What follows belongs to an exercise in optimizing a design on an open flow for small area; a production flow would make more cautious choices. Function was checked by simulation only, so behaviour that the tests miss may differ from the original. No activity file was given, so power comes from the tool's default toggle rates.

==> flow/design.v <==
`default_nettype none
package collect_pkg;
  typedef logic [7:0] sample_t;
  typedef enum logic [1:0] {
    SRC_NONE = 2'd0,   
    SRC_ADC  = 2'd1,
    SRC_UDP  = 2'd2,
    SRC_LINK = 2'd3
  } src_sel_e;
  typedef enum logic {
    PKT_IDLE = 1'b0,   
    PKT_SEND = 1'b1    
  } pkt_state_e;
  localparam int NUM_KEYS = 4;
  localparam int DEF_CNT_MAX = 999_999;
  localparam int DEF_FIFO_DEPTH = 64;
  localparam int DEF_PKT_LEN = 16;
  localparam int DEF_CREDITS = 8;
endpackage
`default_nettype wire
`default_nettype none
`timescale 1ns/100ps
module key_filter (
  input  logic sys_clk,
  input  logic sys_rst_n,
  input  logic key_in,     
  output logic key_flag    
);
  localparam logic [19:0] S_START = 20'hd7fd9;   
  localparam logic [19:0] S_END   = 20'h2aaaa;   
  logic [19:0] cnt;
  assign key_flag = (cnt == S_END);
  always_ff @(posedge sys_clk) begin
    if (key_in || !sys_rst_n) cnt <= S_START;
    else                      cnt <= {~cnt[18:0], ~(cnt[19] ^ cnt[16] ^ key_flag)};
  end
endmodule
`default_nettype wire
`default_nettype none
`timescale 1ns/100ps
module source_select (
  input  logic                          sys_clk,
  input  logic                          sys_rst_n,
  input  logic [collect_pkg::NUM_KEYS-1:0] key_flag,
  input  collect_pkg::sample_t          adc_data,
  input  logic                          adc_valid,
  input  collect_pkg::sample_t          udp_rx_data,
  input  logic                          udp_rx_valid,
  input  collect_pkg::sample_t          link_data,
  input  logic                          link_valid,
  output collect_pkg::sample_t          pick_data,    
  output logic                          pick_valid,
  output logic                          tx_en
);
  logic [3:0] mode;   
  always_ff @(posedge sys_clk) begin
    if (!sys_rst_n) mode <= '0;
    else            mode <= mode ^ key_flag;
  end
  assign tx_en = mode[0];
  assign pick_valid = mode[1] ? adc_valid : mode[2] ? udp_rx_valid : mode[3] & link_valid;
  assign pick_data  = mode[1] ? adc_data  : mode[2] ? udp_rx_data  : link_data;
endmodule
`default_nettype wire
`default_nettype none
`timescale 1ns/100ps
module sample_fifo (
  input  logic                 sys_clk,
  input  logic                 sys_rst_n,
  input  collect_pkg::sample_t pick_data,
  input  logic                 pick_valid,
  input  logic                 rd_en,       
  output collect_pkg::sample_t head_data,   
  output logic                 full,        
  output logic                 pkt_ready,   
  output logic                 overflow
);
  collect_pkg::sample_t mem [64];
  logic [6:0] top;     
  logic       pend;    
  logic       drop;    
  logic       full_next;
  logic       shift;
  assign full      = (top == 7'd63) && !pend;
  assign pkt_ready = !top[6] && ((top[5:4] != 2'd0) || (top[3:0] == 4'd15 && !pend));
  assign full_next = (top == 7'd63) && !rd_en;
  assign shift     = pick_valid && !full_next;
  logic       up, dn;
  logic [6:0] top_flip;
  assign up = shift && !rd_en;
  assign dn = rd_en && !shift;
  always_comb begin
    logic ones, zeros;   
    ones  = 1'b1;
    zeros = 1'b1;
    for (int i = 0; i < 7; i++) begin
      top_flip[i] = (up && ones) || (dn && zeros);
      ones  = ones && top[i];
      zeros = zeros && !top[i];
    end
  end
  always_ff @(posedge sys_clk) begin
    if (!sys_rst_n) begin
      top  <= '1;
      pend <= 1'b0;
      drop <= 1'b0;
    end else begin
      top  <= top ^ top_flip;
      pend <= shift;
      drop <= pick_valid && full_next;
    end
  end
  always_ff @(posedge sys_clk or negedge sys_rst_n) begin
    if (!sys_rst_n)  overflow <= 1'b0;
    else if (drop)   overflow <= 1'b1;   
  end
  always_ff @(posedge sys_clk) begin
    if (shift) begin
      mem[0] <= pick_data;
      for (int i = 1; i < 64; i++) mem[i] <= mem[i-1];
    end
  end
  logic [7:0]  lo_n, hi_n;   
  logic [63:0] sel;
  always_comb begin
    for (int j = 0; j < 8; j++) begin
      lo_n[j] = (top[2:0] != 3'(j));
      hi_n[j] = (top[5:3] != 3'(j));
    end
  end
  for (genvar i = 0; i < 64; i++) begin : g_sel
    gate_nor2 u_sel (.a(hi_n[i/8]), .b(lo_n[i%8]), .y(sel[i]));
  end
  for (genvar b = 0; b < 8; b++) begin : g_rd
    logic [21:0] p_n;   
    logic [5:0]  q;
    for (genvar k = 0; k < 21; k++) begin : g_p
      gate_aoi222 u_p (
        .a1(mem[3*k][b]),   .a2(sel[3*k]),
        .b1(mem[3*k+1][b]), .b2(sel[3*k+1]),
        .c1(mem[3*k+2][b]), .c2(sel[3*k+2]),
        .y (p_n[k]));
    end
    gate_nand2 u_p21 (.a(mem[63][b]), .b(sel[63]), .y(p_n[21]));
    for (genvar k = 0; k < 5; k++) begin : g_q
      gate_nand4 u_q (.a(p_n[4*k]), .b(p_n[4*k+1]), .c(p_n[4*k+2]), .d(p_n[4*k+3]), .y(q[k]));
    end
    gate_nand2 u_q5 (.a(p_n[20]), .b(p_n[21]), .y(q[5]));
    assign head_data[b] = |q;
  end
endmodule
`default_nettype wire
module gate_nor2 (input logic a, b, output logic y);
  assign y = !(a || b);
endmodule
module gate_nand2 (input logic a, b, output logic y);
  assign y = !(a && b);
endmodule
module gate_nand4 (input logic a, b, c, d, output logic y);
  assign y = !(a && b && c && d);
endmodule
module gate_aoi222 (input logic a1, a2, b1, b2, c1, c2, output logic y);
  assign y = !((a1 && a2) || (b1 && b2) || (c1 && c2));
endmodule
`default_nettype wire
`default_nettype none
`timescale 1ns/100ps
module pkt_sender (
  input  logic                 sys_clk,
  input  logic                 sys_rst_n,
  input  logic                 tx_en,
  input  logic                 pkt_ready,   
  input  collect_pkg::sample_t head_data,
  output logic                 rd_en,
  input  logic                 tx_credit,   
  output collect_pkg::sample_t tx_data,
  output logic                 tx_valid,
  output logic                 tx_sop,
  output logic                 tx_eop
);
  logic       sending;
  logic [3:0] byte_cnt;   
  logic [3:0] used;       
  logic       send;
  assign send  = sending && !used[3];
  assign rd_en = send;
  logic [3:0] cnt_flip, used_flip;
  logic       up, dn;
  assign up = send && !tx_credit;
  assign dn = tx_credit && !send;
  always_comb begin
    logic cnt_ones, ones, zeros;   
    cnt_ones = 1'b1;
    ones     = 1'b1;
    zeros    = 1'b1;
    for (int i = 0; i < 4; i++) begin
      cnt_flip[i]  = send && cnt_ones;
      used_flip[i] = (up && ones) || (dn && zeros);
      cnt_ones = cnt_ones && byte_cnt[i];
      ones     = ones && used[i];
      zeros    = zeros && !used[i];
    end
  end
  always_ff @(posedge sys_clk) begin
    if (!sys_rst_n) begin
      sending  <= 1'b0;
      byte_cnt <= '0;
      used     <= '0;
    end else begin
      if (!sending) begin
        if (tx_en && pkt_ready) sending <= 1'b1;
      end else if (send && byte_cnt == 4'd15) begin
        sending <= 1'b0;
      end
      byte_cnt <= byte_cnt ^ cnt_flip;
      used     <= used ^ used_flip;
    end
  end
  always_ff @(posedge sys_clk or negedge sys_rst_n) begin
    if (!sys_rst_n) tx_valid <= 1'b0;
    else            tx_valid <= send;
  end
  always_ff @(posedge sys_clk) begin
    tx_data <= head_data;
  end
  assign tx_sop = tx_valid && byte_cnt == 4'd1;
  assign tx_eop = tx_valid && byte_cnt == 4'd0;
endmodule
`default_nettype wire
`default_nettype none
`timescale 1ns/100ps
module collect_top (
  input  logic                             sys_clk,
  input  logic                             sys_rst_n,
  input  logic [collect_pkg::NUM_KEYS-1:0] keys,          
  input  collect_pkg::sample_t             adc_data,
  input  logic                             adc_valid,
  input  collect_pkg::sample_t             udp_rx_data,
  input  logic                             udp_rx_valid,
  input  collect_pkg::sample_t             link_data,
  input  logic                             link_valid,
  input  logic                             tx_credit,
  output collect_pkg::sample_t             tx_data,
  output logic                             tx_valid,
  output logic                             tx_sop,
  output logic                             tx_eop,
  output logic                             overflow
);
  logic [collect_pkg::NUM_KEYS-1:0] key_flag;
  collect_pkg::sample_t             pick_data;
  logic                             pick_valid;
  logic                             tx_en;
  collect_pkg::sample_t             head_data;
  logic                             full;
  logic                             pkt_ready;
  logic                             rd_en;
  for (genvar i = 0; i < collect_pkg::NUM_KEYS; i++) begin : g_key
    key_filter key_filter_inst (
      .sys_clk  (sys_clk),
      .sys_rst_n(sys_rst_n),
      .key_in   (keys[i]),
      .key_flag (key_flag[i])
    );
  end
  source_select source_select_inst (
    .sys_clk     (sys_clk),
    .sys_rst_n   (sys_rst_n),
    .key_flag    (key_flag),
    .adc_data    (adc_data),
    .adc_valid   (adc_valid),
    .udp_rx_data (udp_rx_data),
    .udp_rx_valid(udp_rx_valid),
    .link_data   (link_data),
    .link_valid  (link_valid),
    .pick_data   (pick_data),
    .pick_valid  (pick_valid),
    .tx_en       (tx_en)
  );
  sample_fifo sample_fifo_inst (
    .sys_clk   (sys_clk),
    .sys_rst_n (sys_rst_n),
    .pick_data (pick_data),
    .pick_valid(pick_valid),
    .rd_en     (rd_en),
    .head_data (head_data),
    .full      (full),
    .pkt_ready (pkt_ready),
    .overflow  (overflow)
  );
  pkt_sender pkt_sender_inst (
    .sys_clk  (sys_clk),
    .sys_rst_n(sys_rst_n),
    .tx_en    (tx_en),
    .pkt_ready(pkt_ready),
    .head_data(head_data),
    .rd_en    (rd_en),
    .tx_credit(tx_credit),
    .tx_data  (tx_data),
    .tx_valid (tx_valid),
    .tx_sop   (tx_sop),
    .tx_eop   (tx_eop)
  );
endmodule
`default_nettype wire
export LEC_CHECK = 0
export CAP_MARGIN = 20
export CORE_MARGIN = 2
export CORE_UTILIZATION = 65
export PLACE_DENSITY = 0.75
export SLEW_MARGIN = 20
create_clock -name core_clock -period 4.0 [get_ports {sys_clk}]
standard.sh (not shown) runs the stock make flow with config.mk's settings and CLKGATE_MAP_FILE= SYNTH_SCRIPT=/design/flow/synth_recipe.tcl, a recipe that flattens the netlist after the stock synthesis.
==> flow/flow/run.sh <==
#!/bin/bash
# Layout flow: the standard flow (standard.sh) with these changes:
#  - Yosys's abc step maps the logic with the area-oriented script in
#    flow/abc_speed.script (the registers are mapped before abc, as standard);
#  - clock tree synthesis uses the buffers and clustering given below and
#    inserts no dummy loads;
#  - every input and output port still gets its own buffer, a buf_1;
#  - the single-gate modules of the fifo's read port (gate_*) are kept apart
#    while Yosys maps the logic, so each becomes one cell; the netlist is
#    flattened after synthesis as standard.
# Each tool's full output is in the ORFS logs under orfs/logs; make's own
# output is in standard_flow.log.
set -euo pipefail
W=$(pwd)
rm -rf "$W/scripts_mod"
cp -r "$FLOW_HOME/scripts" "$W/scripts_mod"
cp "$W/flow/abc_speed.script" "$W/scripts_mod/abc_speed.script"
bash "$W/standard.sh" SCRIPTS_DIR="$W/scripts_mod" \
  "CTS_ARGS=-sink_clustering_enable -repair_clock_nets -dont_use_dummy_load -buf_list sky130_fd_sc_hd__clkbuf_8 -sink_clustering_size 18 -sink_clustering_max_diameter 60" \
  "SYNTH_KEEP_MODULES=gate_nor2 gate_nand2 gate_nand4 gate_aoi222" \
  "BUFFER_PORTS_ARGS=-buffer_cell sky130_fd_sc_hd__buf_1" \
  finish > "$W/standard_flow.log" 2>&1
==> flow/flow/abc_speed.script <==
&get -n
&st
&dch
&nf -a
&put
topo
stime -c
Rerun with:
--- a/flow/flow/run.sh
+++ b/flow/flow/run.sh
@@ -18,3 +18,3 @@
 bash "$W/standard.sh" SCRIPTS_DIR="$W/scripts_mod" \
-  "CTS_ARGS=-sink_clustering_enable -repair_clock_nets -dont_use_dummy_load -buf_list sky130_fd_sc_hd__clkbuf_8 -sink_clustering_size 18 -sink_clustering_max_diameter 60" \
+  "CTS_ARGS=-sink_clustering_enable -repair_clock_nets -dont_use_dummy_load -buf_list sky130_fd_sc_hd__clkbuf_16 -sink_clustering_size 40 -sink_clustering_max_diameter 60" \
   "SYNTH_KEEP_MODULES=gate_nor2 gate_nand2 gate_nand4 gate_aoi222" \
Settings changed: CORE_UTILIZATION 65 to 40, PLACE_DENSITY 0.75 to unset.
Effect:
- global-route usage fell by 9.0 points
- core utilization came out lower by 26 points
- wire length came out higher by 4.1%
- power is higher by 7.9%
- clock-buffer cell count fell by 6
- synthesized cell count is unchanged
- worst setup slack improves by 23 ps
- via count decreases by 0.98%
- die area grows by 61%
Rerun with:
--- a/flow/flow/run.sh
+++ b/flow/flow/run.sh
@@ -18,3 +18,3 @@
 bash "$W/standard.sh" SCRIPTS_DIR="$W/scripts_mod" \
-  "CTS_ARGS=-sink_clustering_enable -repair_clock_nets -dont_use_dummy_load -buf_list sky130_fd_sc_hd__clkbuf_16 -sink_clustering_size 40 -sink_clustering_max_diameter 60" \
+  "CTS_ARGS=-sink_clustering_enable -repair_clock_nets -dont_use_dummy_load -buf_list sky130_fd_sc_hd__clkbuf_8 -sink_clustering_size 18 -sink_clustering_max_diameter 60" \
   "SYNTH_KEEP_MODULES=gate_nor2 gate_nand2 gate_nand4 gate_aoi222" \
Settings changed: CORE_UTILIZATION 40 to 55.
- die area went down by 27%
- setup slack is better by 31 ps
- cell area fell by 2.1%
- routed wire length is higher by about 0.75%
Rerun with:
--- a/flow/flow/run.sh
+++ b/flow/flow/run.sh
@@ -18,3 +18,3 @@
 bash "$W/standard.sh" SCRIPTS_DIR="$W/scripts_mod" \
-  "CTS_ARGS=-sink_clustering_enable -repair_clock_nets -dont_use_dummy_load -buf_list sky130_fd_sc_hd__clkbuf_8 -sink_clustering_size 18 -sink_clustering_max_diameter 60" \
+  "CTS_ARGS=-sink_clustering_enable -repair_clock_nets -dont_use_dummy_load -buf_list sky130_fd_sc_hd__clkbuf_8 -sink_clustering_size 20 -sink_clustering_max_diameter 50" \
   "SYNTH_KEEP_MODULES=gate_nor2 gate_nand2 gate_nand4 gate_aoi222" \
Settings changed: CORE_UTILIZATION 55 to 40.
Result: Count of clock-buffer cells in the layout is higher by 5. Global-route usage is lower by 6.4 points. Via count is lower by about 0.6%. Sequential power hardly moves. Total power is higher by 1.2%. Maximum frequency is lower by 2.0%. First-iteration DRC count is lower by about 3.3%.
Rerun with:
--- a/flow/flow/run.sh
+++ b/flow/flow/run.sh
@@ -18,3 +18,3 @@
 bash "$W/standard.sh" SCRIPTS_DIR="$W/scripts_mod" \
-  "CTS_ARGS=-sink_clustering_enable -repair_clock_nets -dont_use_dummy_load -buf_list sky130_fd_sc_hd__clkbuf_8 -sink_clustering_size 20 -sink_clustering_max_diameter 50" \
+  "CTS_ARGS=-sink_clustering_enable -repair_clock_nets -dont_use_dummy_load -buf_list sky130_fd_sc_hd__clkbuf_8 -sink_clustering_size 18 -sink_clustering_max_diameter 60" \
   "SYNTH_KEEP_MODULES=gate_nor2 gate_nand2 gate_nand4 gate_aoi222" \
Non-clock buffer count does not change.
Total power falls by 0.89%.
Final cell count hardly moves.
Global-route usage fell by 0.11 points.
Setup slack improved by 21 ps.
Die area stays the same.
Design area hardly moves.
Wire length hardly moves.
Sequential power barely changes.
Register-to-register slack improved by 20 ps.
Via count stays flat.

what the ideal ports hide:
Ports are ideal in the flow. The routed layouts listed here were re-timed in OpenROAD. Step 1 (the two cells are an assumption about what drives the block):
set clk [get_ports {sys_clk}]
set_driving_cell -lib_cell sky130_fd_sc_hd__clkbuf_16 $clk
set_driving_cell -lib_cell sky130_fd_sc_hd__buf_2 [delete_from_list [all_inputs] $clk]
Step 2 moves the port delays by t, midway between the first and last clock arrival at a register: inputs arrive t later, outputs are due t later. That takes back most of the time a late clock gives input paths. Slacks: no drivers / after step 1 / after step 2; pairs: no drivers / after step 1.
| run | t (ns) | slack for setup (ns) | hold WS [ns] | worst setup path after step 2 |
|---|---|---|---|---|
| the first run | 0.614 | 0.846 / 0.846 / 0.846 | 0.166 / 0.147 / 0.372 | register to register |
| the second run | 0.612 | 0.868 / 0.868 / 0.868 | 0.160 / 0.126 / 0.348 | register to register |
| the third run | 0.664 | 0.900 / 0.900 / 0.880 | 0.121 / 0.096 / 0.358 | input to register |
| the fourth run | 0.679 | 0.837 / 0.837 / 0.837 | 0.087 / 0.059 / 0.343 | register to register |
| the fifth run | 0.679 | 0.858 / 0.858 / 0.858 | 0.127 / 0.097 / 0.381 | register to register |
After both steps setup and hold are still met in every run listed. The setup slack of the third run, which loses most, moves by 0.000 ns with the drivers and by -0.020 ns with both steps.
